Context: an optimization exercise on an open-source flow, tuned for small area, a short achievable clock period and few clock cycles per item. The choices shown serve that exercise and are no tape-out recipe.
The RTL was checked by simulation tests, not by an equivalence proof against the original design.

File: flow/run.sh
#!/bin/bash
# synth_recipe.tcl (not shown) runs the flow's synth.tcl, then flattens the netlist and writes it again
# the make line also repeats each setting of config.mk as NAME=value (left out here)
make -C /OpenROAD-flow-scripts/flow DESIGN_CONFIG=/design/flow/config.mk WORK_HOME=/design/flow/orfs CLKGATE_MAP_FILE= SYNTH_SCRIPT=/design/flow/synth_recipe.tcl finish
File: flow/config.mk
export PLATFORM = sky130hd
export DESIGN_NAME = pot_pickup_cv_mixer
export DESIGN_NICKNAME = pot_pickup_cv_mixer
export VERILOG_FILES = /design/flow/design.v
export SDC_FILE = /design/flow/constraint.sdc
export NUM_CORES = 4
export LEC_CHECK = 0
export CAP_MARGIN = 20
export CORE_MARGIN = 2
export CORE_UTILIZATION = 40
export SLEW_MARGIN = 20
File: flow/constraint.sdc
create_clock -name core_clock -period 12.0 [get_ports {clk}]
set_input_delay 2.4000 -clock core_clock [delete_from_list [all_inputs] [get_ports {clk}]]
set_output_delay 2.4000 -clock core_clock [all_outputs]
set_load 0.01 [all_outputs]
File: flow/design.v
`timescale 1ns / 1ps
package ppcm_pkg;
	localparam int FS_BITS    = 12;
	localparam int FULL_SCALE = (1 << FS_BITS) - 1;
	localparam logic [FS_BITS-1:0] FS_MAX = '1;
	localparam int NUM_KNOBS   = 3;
	localparam int NUM_PRESETS = 32;
	localparam int STORE_DEPTH = NUM_KNOBS * NUM_PRESETS;
	localparam int ADDR_W      = $clog2(STORE_DEPTH);
	localparam int KIND_W    = 2;
	localparam int PRESET_W  = 5;
	localparam int KNOB_W    = 2;
	localparam int VAL_W     = 8;
	localparam int DEPTH_W   = 7;
	localparam int MODE_W    = 2;
	localparam int CFG_W     = DEPTH_W;
	localparam int CFG_IDX_W = 2;
	localparam int PROD_W    = FS_BITS + VAL_W;
	localparam int SPROD_W   = PROD_W + 2;
	localparam int SVAL_W    = VAL_W + 3;
	localparam int PCT_W     = FS_BITS + DEPTH_W;
	localparam int MAX_DEPTH = 100;
	localparam int RCP_SHIFT = PCT_W;
	localparam int RCP_MUL   = (1 << RCP_SHIFT) / MAX_DEPTH + 1;
	localparam int RCP_W     = $clog2(RCP_MUL + 1);
	localparam int RCPP_W    = PCT_W + RCP_W;
	localparam logic [RCP_W-1:0] RCP_K = RCP_W'(RCP_MUL);
	localparam logic [DEPTH_W-1:0] DEPTH_CAP = DEPTH_W'(MAX_DEPTH);
	localparam int DIV_CNT_W = $clog2(FS_BITS + 1);
	localparam logic [KIND_W-1:0] KIND_SAMPLE = 2'd0;
	localparam logic [KIND_W-1:0] KIND_LOAD   = 2'd1;
	localparam logic [KIND_W-1:0] KIND_CLEAR  = 2'd2;
	localparam logic [MODE_W-1:0] CV_OFF = 2'd0;
	localparam logic [MODE_W-1:0] CV_UNI = 2'd1;
	localparam logic [MODE_W-1:0] CV_BI  = 2'd2;
	localparam logic [CFG_IDX_W-1:0] REG_CV_MODE   = 2'd0;
	localparam logic [CFG_IDX_W-1:0] REG_CV_TARGET = 2'd1;
	localparam logic [CFG_IDX_W-1:0] REG_CV_DEPTH  = 2'd2;
	typedef enum logic [2:0] {
		S_IDLE,
		S_READ,
		S_RCP,
		S_COR,
		S_MUL2,
		S_MAP2,
		S_FIN
	} state_t;
	typedef struct packed {
		logic              re;
		logic              we;
		logic [ADDR_W-1:0] addr;
		logic [VAL_W-1:0]  wdata;
	} ram_req_t;
	typedef struct packed {
		logic              start;
		logic [PROD_W-1:0] dividend;
		logic [VAL_W-1:0]  divisor;
	} div_req_t;
	typedef struct packed {
		logic               busy;
		logic               done;
		logic [FS_BITS-1:0] quot;
	} div_rsp_t;
	function automatic logic [VAL_W-1:0] div_fs(input logic [PROD_W-1:0] m);
		logic [PROD_W-1:0] s;
		logic [PROD_W-1:0] r;
		logic [VAL_W-1:0]  q;
		s = m + (m >> FS_BITS);
		q = s[PROD_W-1:FS_BITS];
		r = m - {q, {FS_BITS{1'b0}}} + PROD_W'(q);
		if (r >= PROD_W'(FULL_SCALE)) begin
			q = q + 1'b1;
		end
		div_fs = q;
	endfunction
	function automatic logic [VAL_W-1:0] clamp_r(input logic signed [SVAL_W-1:0] x,
			input logic [VAL_W-1:0] lo, input logic [VAL_W-1:0] hi);
		logic signed [SVAL_W-1:0] slo;
		logic signed [SVAL_W-1:0] shi;
		logic [VAL_W-1:0]         res;
		slo = $signed({3'b000, lo});
		shi = $signed({3'b000, hi});
		if (x < slo) begin
			res = lo;
		end else if (x > shi) begin
			res = hi;
		end else begin
			res = x[VAL_W-1:0];
		end
		clamp_r = res;
	endfunction
	function automatic logic [VAL_W-1:0] to_range(input logic signed [SPROD_W-1:0] prod,
			input logic [VAL_W-1:0] lo, input logic [VAL_W-1:0] hi);
		logic [SPROD_W-1:0]       mag;
		logic [VAL_W-1:0]         q;
		logic signed [SVAL_W-1:0] x;
		mag = prod[SPROD_W-1] ? $unsigned(-prod) : $unsigned(prod);
		q = div_fs(mag[PROD_W-1:0]);
		x = prod[SPROD_W-1] ? -$signed({3'b000, q}) : $signed({3'b000, q});
		x = x + $signed({3'b000, lo});
		to_range = clamp_r(x, lo, hi);
	endfunction
	function automatic logic [FS_BITS-1:0] pct_fix(input logic [FS_BITS-1:0] est,
			input logic [PCT_W-1:0] n);
		logic [PCT_W-1:0]   back;
		logic [FS_BITS-1:0] res;
		back = PCT_W'(est) * PCT_W'(MAX_DEPTH);
		res = (back > n) ? est - 1'b1 : est;
		pct_fix = res;
	endfunction
endpackage
`timescale 1ns / 1ps
module ppcm_ram (
	input  logic                       clk,
	input  ppcm_pkg::ram_req_t         req,
	output logic [ppcm_pkg::VAL_W-1:0] rdata
);
	logic [ppcm_pkg::VAL_W-1:0] mem [ppcm_pkg::STORE_DEPTH];
	logic [ppcm_pkg::VAL_W-1:0] rdata_q;
	always_ff @(posedge clk) begin
		if (req.we) begin
			mem[req.addr] <= req.wdata;
		end
		if (req.re) begin
			rdata_q <= mem[req.addr];
		end
	end
	assign rdata = rdata_q;
endmodule
`timescale 1ns / 1ps
module ppcm_lvl_div (
	input  logic               clk,
	input  logic               arst_n,
	input  ppcm_pkg::div_req_t req,
	output ppcm_pkg::div_rsp_t rsp
);
	logic [ppcm_pkg::DIV_CNT_W-1:0] cnt_q;
	logic                           done_q;
	logic [ppcm_pkg::VAL_W-1:0]     rem_q;
	logic [ppcm_pkg::FS_BITS-1:0]   quo_q;
	logic [ppcm_pkg::VAL_W-1:0]     divisor_q;
	logic [ppcm_pkg::VAL_W:0]       trial;
	logic [ppcm_pkg::VAL_W:0]       diff;
	logic                           qbit;
	logic [ppcm_pkg::VAL_W-1:0]     rem_nx;
	always_comb begin
		trial  = {rem_q, quo_q[ppcm_pkg::FS_BITS-1]};
		diff   = trial - {1'b0, divisor_q};
		qbit   = trial >= {1'b0, divisor_q};
		rem_nx = qbit ? diff[ppcm_pkg::VAL_W-1:0] : trial[ppcm_pkg::VAL_W-1:0];
	end
	always_ff @(posedge clk or negedge arst_n) begin
		if (!arst_n) begin
			cnt_q  <= '0;
			done_q <= 1'b0;
		end else if (req.start) begin
			cnt_q  <= ppcm_pkg::DIV_CNT_W'(ppcm_pkg::FS_BITS);
			done_q <= 1'b0;
		end else if (cnt_q != '0) begin
			cnt_q <= cnt_q - 1'b1;
			if (cnt_q == ppcm_pkg::DIV_CNT_W'(1)) begin
				done_q <= 1'b1;
			end
		end
	end
	always_ff @(posedge clk) begin
		if (req.start) begin
			rem_q     <= req.dividend[ppcm_pkg::PROD_W-1:ppcm_pkg::FS_BITS];
			quo_q     <= req.dividend[ppcm_pkg::FS_BITS-1:0];
			divisor_q <= req.divisor;
		end else if (cnt_q != '0) begin
			rem_q <= rem_nx;
			quo_q <= {quo_q[ppcm_pkg::FS_BITS-2:0], qbit};
		end
	end
	assign rsp.busy = cnt_q != '0;
	assign rsp.done = done_q;
	assign rsp.quot = quo_q;
endmodule
`timescale 1ns / 1ps
module pot_pickup_cv_mixer (
	input  logic                           clk,
	input  logic                           arst_n,
	input  logic                           in_valid,
	output logic                           in_ready,
	input  logic [ppcm_pkg::KIND_W-1:0]    in_kind,
	input  logic [ppcm_pkg::PRESET_W-1:0]  in_preset,
	input  logic [ppcm_pkg::KNOB_W-1:0]    in_knob,
	input  logic [ppcm_pkg::FS_BITS-1:0]   in_knob_reading,
	input  logic [ppcm_pkg::FS_BITS-1:0]   in_cv_reading,
	input  logic [ppcm_pkg::VAL_W-1:0]     in_range_low,
	input  logic [ppcm_pkg::VAL_W-1:0]     in_range_high,
	input  logic [ppcm_pkg::VAL_W-1:0]     in_load_value,
	output logic                           out_valid,
	input  logic                           out_ready,
	output logic [ppcm_pkg::FS_BITS-1:0]   out_drive_level,
	output logic [ppcm_pkg::VAL_W-1:0]     out_param_value,
	output logic                           out_picked_up,
	input  logic                           cfg_we,
	input  logic [ppcm_pkg::CFG_IDX_W-1:0] cfg_index,
	input  logic [ppcm_pkg::CFG_W-1:0]     cfg_data
);
	ppcm_pkg::state_t state_q, state_d;
	logic in_xfer, out_free, fin_go, div_start;
	logic [ppcm_pkg::MODE_W-1:0]  cv_mode_q;
	logic [ppcm_pkg::KNOB_W-1:0]  cv_target_q;
	logic [ppcm_pkg::DEPTH_W-1:0] cv_depth_q;
	logic [ppcm_pkg::KIND_W-1:0]  kind_q;
	logic [ppcm_pkg::KNOB_W-1:0]  knob_q;
	logic [ppcm_pkg::FS_BITS-1:0] rd_q, cvr_q;
	logic [ppcm_pkg::VAL_W-1:0]   lo_q, hi_q, load_q;
	logic [ppcm_pkg::ADDR_W-1:0]  addr_q;
	logic                         valid_q;
	logic [ppcm_pkg::NUM_KNOBS-1:0] flags_q;
	ppcm_pkg::ram_req_t          ram_req;
	logic [ppcm_pkg::VAL_W-1:0]  ram_rdata;
	ppcm_pkg::div_req_t          div_req;
	ppcm_pkg::div_rsp_t          div_rsp;
	logic [ppcm_pkg::ADDR_W-1:0]  in_addr;
	logic                         in_knob_ok;
	logic signed [ppcm_pkg::VAL_W:0] span;
	logic [ppcm_pkg::VAL_W-1:0]   span_mag;
	logic signed [ppcm_pkg::VAL_W:0] num, num_neg;
	logic [ppcm_pkg::VAL_W-1:0]   num_mag;
	logic [ppcm_pkg::DEPTH_W-1:0] depth_sat;
	logic [ppcm_pkg::RCPP_W-1:0]  rcp_c, rcp_h;
	logic [ppcm_pkg::FS_BITS-1:0] h_full;
	logic signed [ppcm_pkg::SPROD_W-1:0] prod_p_s1, prod_c_s4, prod_h_s4;
	logic [ppcm_pkg::PCT_W-1:0]   pct_c_s1, pct_h_s1;
	logic [ppcm_pkg::VAL_W-1:0]   p8_s2, c8_s5, h8_s5;
	logic [ppcm_pkg::FS_BITS-1:0] est_c_s2, est_h_s2, c_s3;
	logic [ppcm_pkg::FS_BITS-2:0] h_s3;
	logic                          hit, flag_cur, flag_new, cv_sel, wr_en;
	logic [ppcm_pkg::FS_BITS:0]    lvl_uni;
	logic signed [ppcm_pkg::FS_BITS+1:0] u_bi, sum_bi;
	logic signed [ppcm_pkg::SVAL_W-1:0]  dch, dch_c, shi;
	logic [ppcm_pkg::FS_BITS-1:0]  level_cv, level_map, level_calc, lvl_out;
	logic [ppcm_pkg::VAL_W-1:0]    v_cv, wr_data, pv_out;
	logic                          pu_out;
	logic                          out_valid_q;
	logic [ppcm_pkg::FS_BITS-1:0]  out_level_q;
	logic [ppcm_pkg::VAL_W-1:0]    out_value_q;
	logic                          out_pu_q;
	always_comb begin
		in_addr = ppcm_pkg::ADDR_W'(in_preset) * ppcm_pkg::ADDR_W'(ppcm_pkg::NUM_KNOBS)
			+ ppcm_pkg::ADDR_W'(in_knob);
		in_knob_ok = (int'(in_knob) < ppcm_pkg::NUM_KNOBS)
			&& (int'(in_preset) < ppcm_pkg::NUM_PRESETS);
	end
	always_comb begin
		state_d = state_q;
		unique case (state_q)
			ppcm_pkg::S_IDLE: if (in_xfer) state_d = ppcm_pkg::S_READ;
			ppcm_pkg::S_READ: state_d = ppcm_pkg::S_RCP;
			ppcm_pkg::S_RCP:  state_d = ppcm_pkg::S_COR;
			ppcm_pkg::S_COR:  state_d = ppcm_pkg::S_MUL2;
			ppcm_pkg::S_MUL2: state_d = ppcm_pkg::S_MAP2;
			ppcm_pkg::S_MAP2: state_d = ppcm_pkg::S_FIN;
			ppcm_pkg::S_FIN:  if (fin_go) state_d = ppcm_pkg::S_IDLE;
			default:          state_d = ppcm_pkg::S_IDLE;
		endcase
	end
	always_comb begin
		out_free  = !out_valid_q || out_ready;
		in_ready  = state_q == ppcm_pkg::S_IDLE;
		in_xfer   = in_valid && in_ready;
		div_start = state_q == ppcm_pkg::S_READ;
		fin_go    = (state_q == ppcm_pkg::S_FIN) && div_rsp.done && out_free;
	end
	always_ff @(posedge clk or negedge arst_n) begin
		if (!arst_n) begin
			state_q <= ppcm_pkg::S_IDLE;
		end else begin
			state_q <= state_d;
		end
	end
	always_ff @(posedge clk or negedge arst_n) begin
		if (!arst_n) begin
			cv_mode_q   <= ppcm_pkg::CV_OFF;
			cv_target_q <= '0;
			cv_depth_q  <= '0;
		end else if (cfg_we) begin
			unique case (cfg_index)
				ppcm_pkg::REG_CV_MODE:   cv_mode_q   <= cfg_data[ppcm_pkg::MODE_W-1:0];
				ppcm_pkg::REG_CV_TARGET: cv_target_q <= cfg_data[ppcm_pkg::KNOB_W-1:0];
				ppcm_pkg::REG_CV_DEPTH:  cv_depth_q  <= cfg_data;
				default: ;
			endcase
		end
	end
	always_ff @(posedge clk) begin
		if (in_xfer) begin
			kind_q  <= in_kind;
			knob_q  <= in_knob;
			rd_q    <= in_knob_reading;
			cvr_q   <= in_cv_reading;
			lo_q    <= in_range_low;
			hi_q    <= in_range_high;
			load_q  <= in_load_value;
			addr_q  <= in_addr;
			valid_q <= in_knob_ok;
		end
	end
	always_comb begin
		span      = $signed({1'b0, hi_q}) - $signed({1'b0, lo_q});
		span_mag  = span[ppcm_pkg::VAL_W] ? 8'(-span) : span[ppcm_pkg::VAL_W-1:0];
		num       = $signed({1'b0, ram_rdata}) - $signed({1'b0, lo_q});
		num_neg   = -num;
		num_mag   = num[ppcm_pkg::VAL_W] ? num_neg[ppcm_pkg::VAL_W-1:0]
		                                 : num[ppcm_pkg::VAL_W-1:0];
		depth_sat = (cv_depth_q > ppcm_pkg::DEPTH_CAP) ? ppcm_pkg::DEPTH_CAP : cv_depth_q;
		rcp_c     = ppcm_pkg::RCPP_W'(pct_c_s1) * ppcm_pkg::RCPP_W'(ppcm_pkg::RCP_K);
		rcp_h     = ppcm_pkg::RCPP_W'(pct_h_s1) * ppcm_pkg::RCPP_W'(ppcm_pkg::RCP_K);
		h_full    = ppcm_pkg::pct_fix(est_h_s2, pct_h_s1);
	end
	always_comb begin
		ram_req.re    = in_xfer;
		ram_req.we    = fin_go && wr_en;
		ram_req.addr  = in_xfer ? in_addr : addr_q;
		ram_req.wdata = wr_data;
	end
	ppcm_ram u_ram (
		.clk   (clk),
		.req   (ram_req),
		.rdata (ram_rdata)
	);
	always_comb begin
		div_req.start    = div_start;
		div_req.dividend = {num_mag, {ppcm_pkg::FS_BITS{1'b0}}} - ppcm_pkg::PROD_W'(num_mag);
		div_req.divisor  = span_mag;
	end
	ppcm_lvl_div u_div (
		.clk    (clk),
		.arst_n (arst_n),
		.req    (div_req),
		.rsp    (div_rsp)
	);
	always_ff @(posedge clk) begin
		unique case (state_q)
			ppcm_pkg::S_READ: begin
				prod_p_s1 <= $signed({1'b0, rd_q}) * span;
				pct_c_s1  <= ppcm_pkg::PCT_W'(cvr_q) * ppcm_pkg::PCT_W'(depth_sat);
				pct_h_s1  <= {depth_sat, {ppcm_pkg::FS_BITS{1'b0}}}
					- ppcm_pkg::PCT_W'(depth_sat);
			end
			ppcm_pkg::S_RCP: begin
				p8_s2    <= ppcm_pkg::to_range(prod_p_s1, lo_q, hi_q);
				est_c_s2 <= rcp_c[ppcm_pkg::RCP_SHIFT +: ppcm_pkg::FS_BITS];
				est_h_s2 <= rcp_h[ppcm_pkg::RCP_SHIFT +: ppcm_pkg::FS_BITS];
			end
			ppcm_pkg::S_COR: begin
				c_s3 <= ppcm_pkg::pct_fix(est_c_s2, pct_c_s1);
				h_s3 <= h_full[ppcm_pkg::FS_BITS-1:1];
			end
			ppcm_pkg::S_MUL2: begin
				prod_c_s4 <= $signed({1'b0, c_s3}) * span;
				prod_h_s4 <= $signed({2'b00, h_s3}) * span;
			end
			ppcm_pkg::S_MAP2: begin
				c8_s5 <= ppcm_pkg::to_range(prod_c_s4, lo_q, hi_q);
				h8_s5 <= ppcm_pkg::to_range(prod_h_s4, lo_q, hi_q);
			end
			default: ;
		endcase
	end
	always_comb begin
		lvl_uni = {1'b0, rd_q} + {1'b0, c_s3};
		u_bi    = $signed({2'b00, c_s3}) - $signed({3'b000, h_s3});
		sum_bi  = $signed({2'b00, rd_q}) + u_bi;
		shi     = $signed({3'b000, hi_q});
		dch     = $signed({3'b000, c8_s5}) - $signed({3'b000, h8_s5});
		if (dch < -shi) begin
			dch_c = -shi;
		end else if (dch > shi) begin
			dch_c = shi;
		end else begin
			dch_c = dch;
		end
		unique case (cv_mode_q)
			ppcm_pkg::CV_UNI: begin
				level_cv = lvl_uni[ppcm_pkg::FS_BITS] ? ppcm_pkg::FS_MAX
					: lvl_uni[ppcm_pkg::FS_BITS-1:0];
				v_cv = ppcm_pkg::clamp_r($signed({3'b000, p8_s2}) + $signed({3'b000, c8_s5}),
					lo_q, hi_q);
			end
			ppcm_pkg::CV_BI: begin
				if (sum_bi < 0) begin
					level_cv = '0;
				end else if (sum_bi > $signed({2'b00, ppcm_pkg::FS_MAX})) begin
					level_cv = ppcm_pkg::FS_MAX;
				end else begin
					level_cv = sum_bi[ppcm_pkg::FS_BITS-1:0];
				end
				v_cv = ppcm_pkg::clamp_r($signed({3'b000, p8_s2}) + dch_c, lo_q, hi_q);
			end
			default: begin
				level_cv = rd_q;
				v_cv     = p8_s2;
			end
		endcase
	end
	always_comb begin
		if (num == '0 || num[ppcm_pkg::VAL_W] != span[ppcm_pkg::VAL_W]) begin
			level_map = '0;
		end else if (num_mag > span_mag) begin
			level_map = ppcm_pkg::FS_MAX;
		end else begin
			level_map = div_rsp.quot;
		end
	end
	always_comb begin
		flag_cur = flags_q[knob_q];
		hit      = p8_s2 == ram_rdata;
		flag_new = flag_cur || hit;
		cv_sel   = (cv_target_q == knob_q) && (cv_depth_q != '0);
		wr_en    = 1'b0;
		wr_data  = load_q;
		level_calc = '0;
		priority if (cv_sel) begin
			level_calc = level_cv;
			wr_data    = v_cv;
		end else if (flag_new) begin
			level_calc = rd_q;
			wr_data    = p8_s2;
		end else if (lo_q != hi_q) begin
			level_calc = level_map;
		end else begin
			level_calc = '0;
		end
		if (kind_q == ppcm_pkg::KIND_LOAD) begin
			wr_data = load_q;
		end
		if (valid_q) begin
			wr_en = (kind_q == ppcm_pkg::KIND_LOAD)
				|| ((kind_q == ppcm_pkg::KIND_SAMPLE) && (cv_sel || flag_new));
		end
		lvl_out = (valid_q && kind_q == ppcm_pkg::KIND_SAMPLE) ? level_calc : '0;
		pv_out  = !valid_q ? '0 : (wr_en ? wr_data : ram_rdata);
		if (!valid_q || kind_q == ppcm_pkg::KIND_CLEAR) begin
			pu_out = 1'b0;
		end else if (kind_q == ppcm_pkg::KIND_SAMPLE) begin
			pu_out = flag_new;
		end else begin
			pu_out = flag_cur;
		end
	end
	always_ff @(posedge clk or negedge arst_n) begin
		if (!arst_n) begin
			flags_q <= '0;
		end else if (fin_go) begin
			if (kind_q == ppcm_pkg::KIND_CLEAR) begin
				flags_q <= '0;
			end else if (valid_q && kind_q == ppcm_pkg::KIND_SAMPLE && hit) begin
				flags_q[knob_q] <= 1'b1;
			end
		end
	end
	always_ff @(posedge clk or negedge arst_n) begin
		if (!arst_n) begin
			out_valid_q <= 1'b0;
		end else if (fin_go) begin
			out_valid_q <= 1'b1;
		end else if (out_ready) begin
			out_valid_q <= 1'b0;
		end
	end
	always_ff @(posedge clk) begin
		if (fin_go) begin
			out_level_q <= lvl_out;
			out_value_q <= pv_out;
			out_pu_q    <= pu_out;
		end
	end
	assign out_valid       = out_valid_q;
	assign out_drive_level = out_level_q;
	assign out_param_value = out_value_q;
	assign out_picked_up   = out_pu_q;
endmodule
==> flow_summary.json <==
{
  "rr_startpoint": "prod_p_s1[8]",
  "layout.nets": 8766,
  "cp_slowest_cell": "sky130_fd_sc_hd__or4b_2",
  "number_of_port_buffers": 93,
  "crit_fanout": 9,
  "floorplan.die.width_um": 451.8,
  "fraction_of_registers_with_async_set_reset_pct": 2.132,
  "critical-path-top-delay-family": "compound AO/OA/AOI/OAI gates",
  "min-delay-start": "u_div.done_q",
  "finalSetupTns_ps": 0,
  "yosysWarningCount": 3,
  "first_global_vias": 56000,
  "post-route-period-util_pct": 96.12,
  "ant_nets": 0,
  "final_util_pct": 44.44,
  "r2r_end": "p8_s2[2]",
  "synth_cells": 7236,
  "synth_edf_count": 1049,
  "final_layout_size_suffix_gt1_share_pct": 5.614,
  "tritoncts.num_buffers": 112,
  "top_signal_layer_used": "met4",
  "worst_setup_hold_path_clk_slew_ps": 60,
  "clock_skew_ps": 96.49,
  "min_path_type": "reg2reg",
  "critical_path_s_most_frequent_cell": "sky130_fd_sc_hd__ha_1",
  "layout.filler_cells": 18380,
  "core_region_area_um2": 199500,
  "worst_setup_path_end_kind": "flip-flop",
  "synth_compound_area_share_pct": 12.93,
  "critPathLaunchType": "flip-flop",
  "preCtsSetupSlack_ps": -50.88,
  "multiplexer_share_of_the_synthesized_area_pct": 0.7707,
  "max_cap_violations": 0,
  "multi_input_area_um2": 43600,
  "layout_common_cells": "sky130_fd_sc_hd__edfxtp_1, sky130_fd_sc_hd__inv_1, sky130_fd_sc_hd__ha_1",
  "detail_route.first_pass.iterations": 9,
  "mappedNetlistArea_um2": 80200,
  "slew-limit-headroom_pct": 23.87,
  "io_pins": 94,
  "vias": 55250,
  "row_count": 164,
  "timing.reg2reg.setup_slack_ps": 470,
  "drt_iter0_drc": 3666,
  "route.layer.met1.wl_um": 91280,
  "htree_levels": 3,
  "chipHeight_um": 451.8,
  "place_hpwl_um": 154600,
  "worstHoldPathCells": 2,
  "cts_buffer_depth": 3,
  "area_growth_pct": 10.53,
  "met3_length_um": 11430,
  "floorplan.initialDensity_pct": 40.21,
  "clk_latency_ps": 790,
  "largest_family_of_logic_cells_by_synthesized_area": "adder cells",
  "post_drt_via_cell_ratio": 5.506,
  "yosys_register_bits": 1079,
  "final_common_cell": "sky130_fd_sc_hd__edfxtp_1",
  "met2_wirelength_um": 107200,
  "routed_wirelength_um": 217300,
  "die_area_um2": 204100,
  "outcome": "timing/DRC/antenna clean",
  "cpPeakStageDelay_ps": 660,
  "finalWeightedCongestion": 0.9132,
  "share_of_the_yosys_chip_area_belonging_to_registers_pct": 40.17,
  "cp_num_buf_inv": 4,
  "regArea_um2": 32220,
  "worst_slew_pin_slew_ps": 1139,
  "synth.net_count": 8727,
  "synth_cell_types": 98,
  "grt_pass1_wl_um": 333700,
  "final.hold.worst_slack_ps": 503.2,
  "cts.sinks": 1079,
  "worst_ep_required_time_ps": 12450,
  "grt_use_total_pct": 21.10,
  "clock.fmax_mhz": 86.70,
  "worstRegToRegCells": 47,
  "synthXorXnorAreaFrac_pct": 4.440,
  "crit_type": "reg2reg",
  "dominantRegCellSynth": "sky130_fd_sc_hd__edfxtp_1",
  "cts_hold_buf": 0,
  "grt_antenna_before_repair": 8,
  "post_drt_wl_per_cell_um": 21.66,
  "syn_avg_cell_area_um2": 11.08,
  "min_delay_worst_endpoint": "u_div.done_q",
  "drc": 0,
  "synth_adder_area_share_pct": 26.54,
  "hold_viol_final": 0,
  "final-max-slew-violation-count": 0,
  "finalSetupViolCount": 0,
  "largest_net_degree_at_the_start_of_global_routing": 98,
  "setup_ws_ps": 465.4,
  "synthSimpleGateAreaFrac_pct": 9.072,
  "cts_tree": "yes",
  "final.min_clock_period_ps": 11530,
  "clock_tree.root_cell": "sky130_fd_sc_hd__clkbuf_16",
  "timing.critical_path.arrival_ps": 11980,
  "grt.overflow.total": 0
}
-- kinds of logic after synthesis --
family,after synthesis
AO/OA/AOI/OAI,1515
XOR/XNOR,405
adder cells (fa/ha/maj),1421
buffers and inverters,1292
flip-flops,1079
multiplexers,60
AND/OR/NAND/NOR,1464
-- per-layer routing --
metal	global-route usage (%)	vias up
met5	0	-
met4	7.253	0
met3	2.174	334
met2	36.74	1628
met1	27.28	27500
li1	-	25780
-- layout make-up --
class	count	area share [%]
multi-input combinational	4865	49.19
tap	2656	3.749
timing repair buffer	177	1.869
antenna	4	0.01129
inverter	1040	4.409
clock inverter	85	1.177
clock buffer	128	3.252
sequential	1079	36.34
-- what timing repair did --
| action | 4_1_cts | 5_1_grt |
|---|---|---|
| setup endpoints to repair | 6 | 24 |
| setup buffers | 0 | 8 |
| pin swaps | 0 | 9 |
| resized for setup | 1 | 37 |
-- cell usage after synthesis, types with 73 or more instances --
| library cell | n | area, um^2 |
|---|---|---|
| sky130_fd_sc_hd__a21o_1 | 96 | 720.7 |
| sky130_fd_sc_hd__a21oi_1 | 299 | 1496 |
| sky130_fd_sc_hd__a22oi_1 | 283 | 2125 |
| sky130_fd_sc_hd__and2_1 | 139 | 869.6 |
| sky130_fd_sc_hd__clkbuf_1 | 197 | 739.5 |
| sky130_fd_sc_hd__edfxtp_1 | 1049 | 31500 |
| sky130_fd_sc_hd__fa_1 | 467 | 9349 |
| sky130_fd_sc_hd__ha_1 | 953 | 11920 |
| sky130_fd_sc_hd__inv_1 | 1036 | 3889 |
| sky130_fd_sc_hd__nand2_1 | 431 | 1618 |
| sky130_fd_sc_hd__nand3_1 | 73 | 365.4 |
| sky130_fd_sc_hd__nand4_1 | 99 | 619.3 |
| sky130_fd_sc_hd__nor2_1 | 326 | 1224 |
| sky130_fd_sc_hd__o21ai_0 | 253 | 1266 |
| sky130_fd_sc_hd__xnor2_1 | 304 | 2663 |
| sky130_fd_sc_hd__xor2_1 | 100 | 875.8 |
-- worst max path at each step --
stage,startpoint,endpoint,slack (ps),cells past startpoint
after CTS,prod_p_s1[8],p8_s2[2],40,49
final,prod_p_s1[8],p8_s2[2],470,47
after global placement,prod_p_s1[8],p8_s2[7],-20,49
after global routing,prod_h_s4[0],h8_s5[1],-90,51
after floorplan,prod_p_s1[8],p8_s2[7],490,49
after detailed placement,prod_p_s1[8],p8_s2[7],-50,49
-- tightest hold or removal path, stage by stage, from the launching register on --
cell and delay, ps:
sky130_fd_sc_hd__dfrtp_1 350, sky130_fd_sc_hd__a31oi_1 40, sky130_fd_sc_hd__nor2_1 70
-- flip-flops by register name, summed over array words and instances, names as in the netlist, 18 cells and up --
name and count:
prod_h_s4 21, prod_c_s4 21, u_ram.mem 768, pct_c_s1 19, prod_p_s1 21, pct_h_s1 18
-- metrics by stage --
stage                     instances  area, um^2
final                         10030       88650
after global routing          10030       88650
after CTS                     10020       88340
after detailed placement       9809       84410
after global placement         9808       84380
after floorplan                7236       80200
Testbench counts, summed over its fixed seeds: cycles 205,628, items 13,686.

[static timing again, ports no longer ideal]
In the flow no input, the clock included, has a driving cell. The finished layout below was timed again as built, in two steps. Step 1 sets driving cells, clkbuf_16 on the clock port and buf_2 on the other inputs (assumed; they add their load-dependent delay and slew). Step 2 adds t to the input delays and takes it off the output delays; t is the mean of the earliest and latest rising clock arrival at the registers after step 1. Input paths then give back, and output paths get back, about the clock's delay inside the block. Three values: ideal, step 1, step 2; two values: the first two.
shift t [ns]: 0.818
slack for setup (ns): 0.465 / 0.465 / 0.465
worst slew at a driven data input, ns: 0.19
pins driven straight from the clock port: 1
After both steps this run still meets setup and hold. For this run, drivers alone change the setup slack by 0.000 ns; drivers and shift together by 0.000 ns.
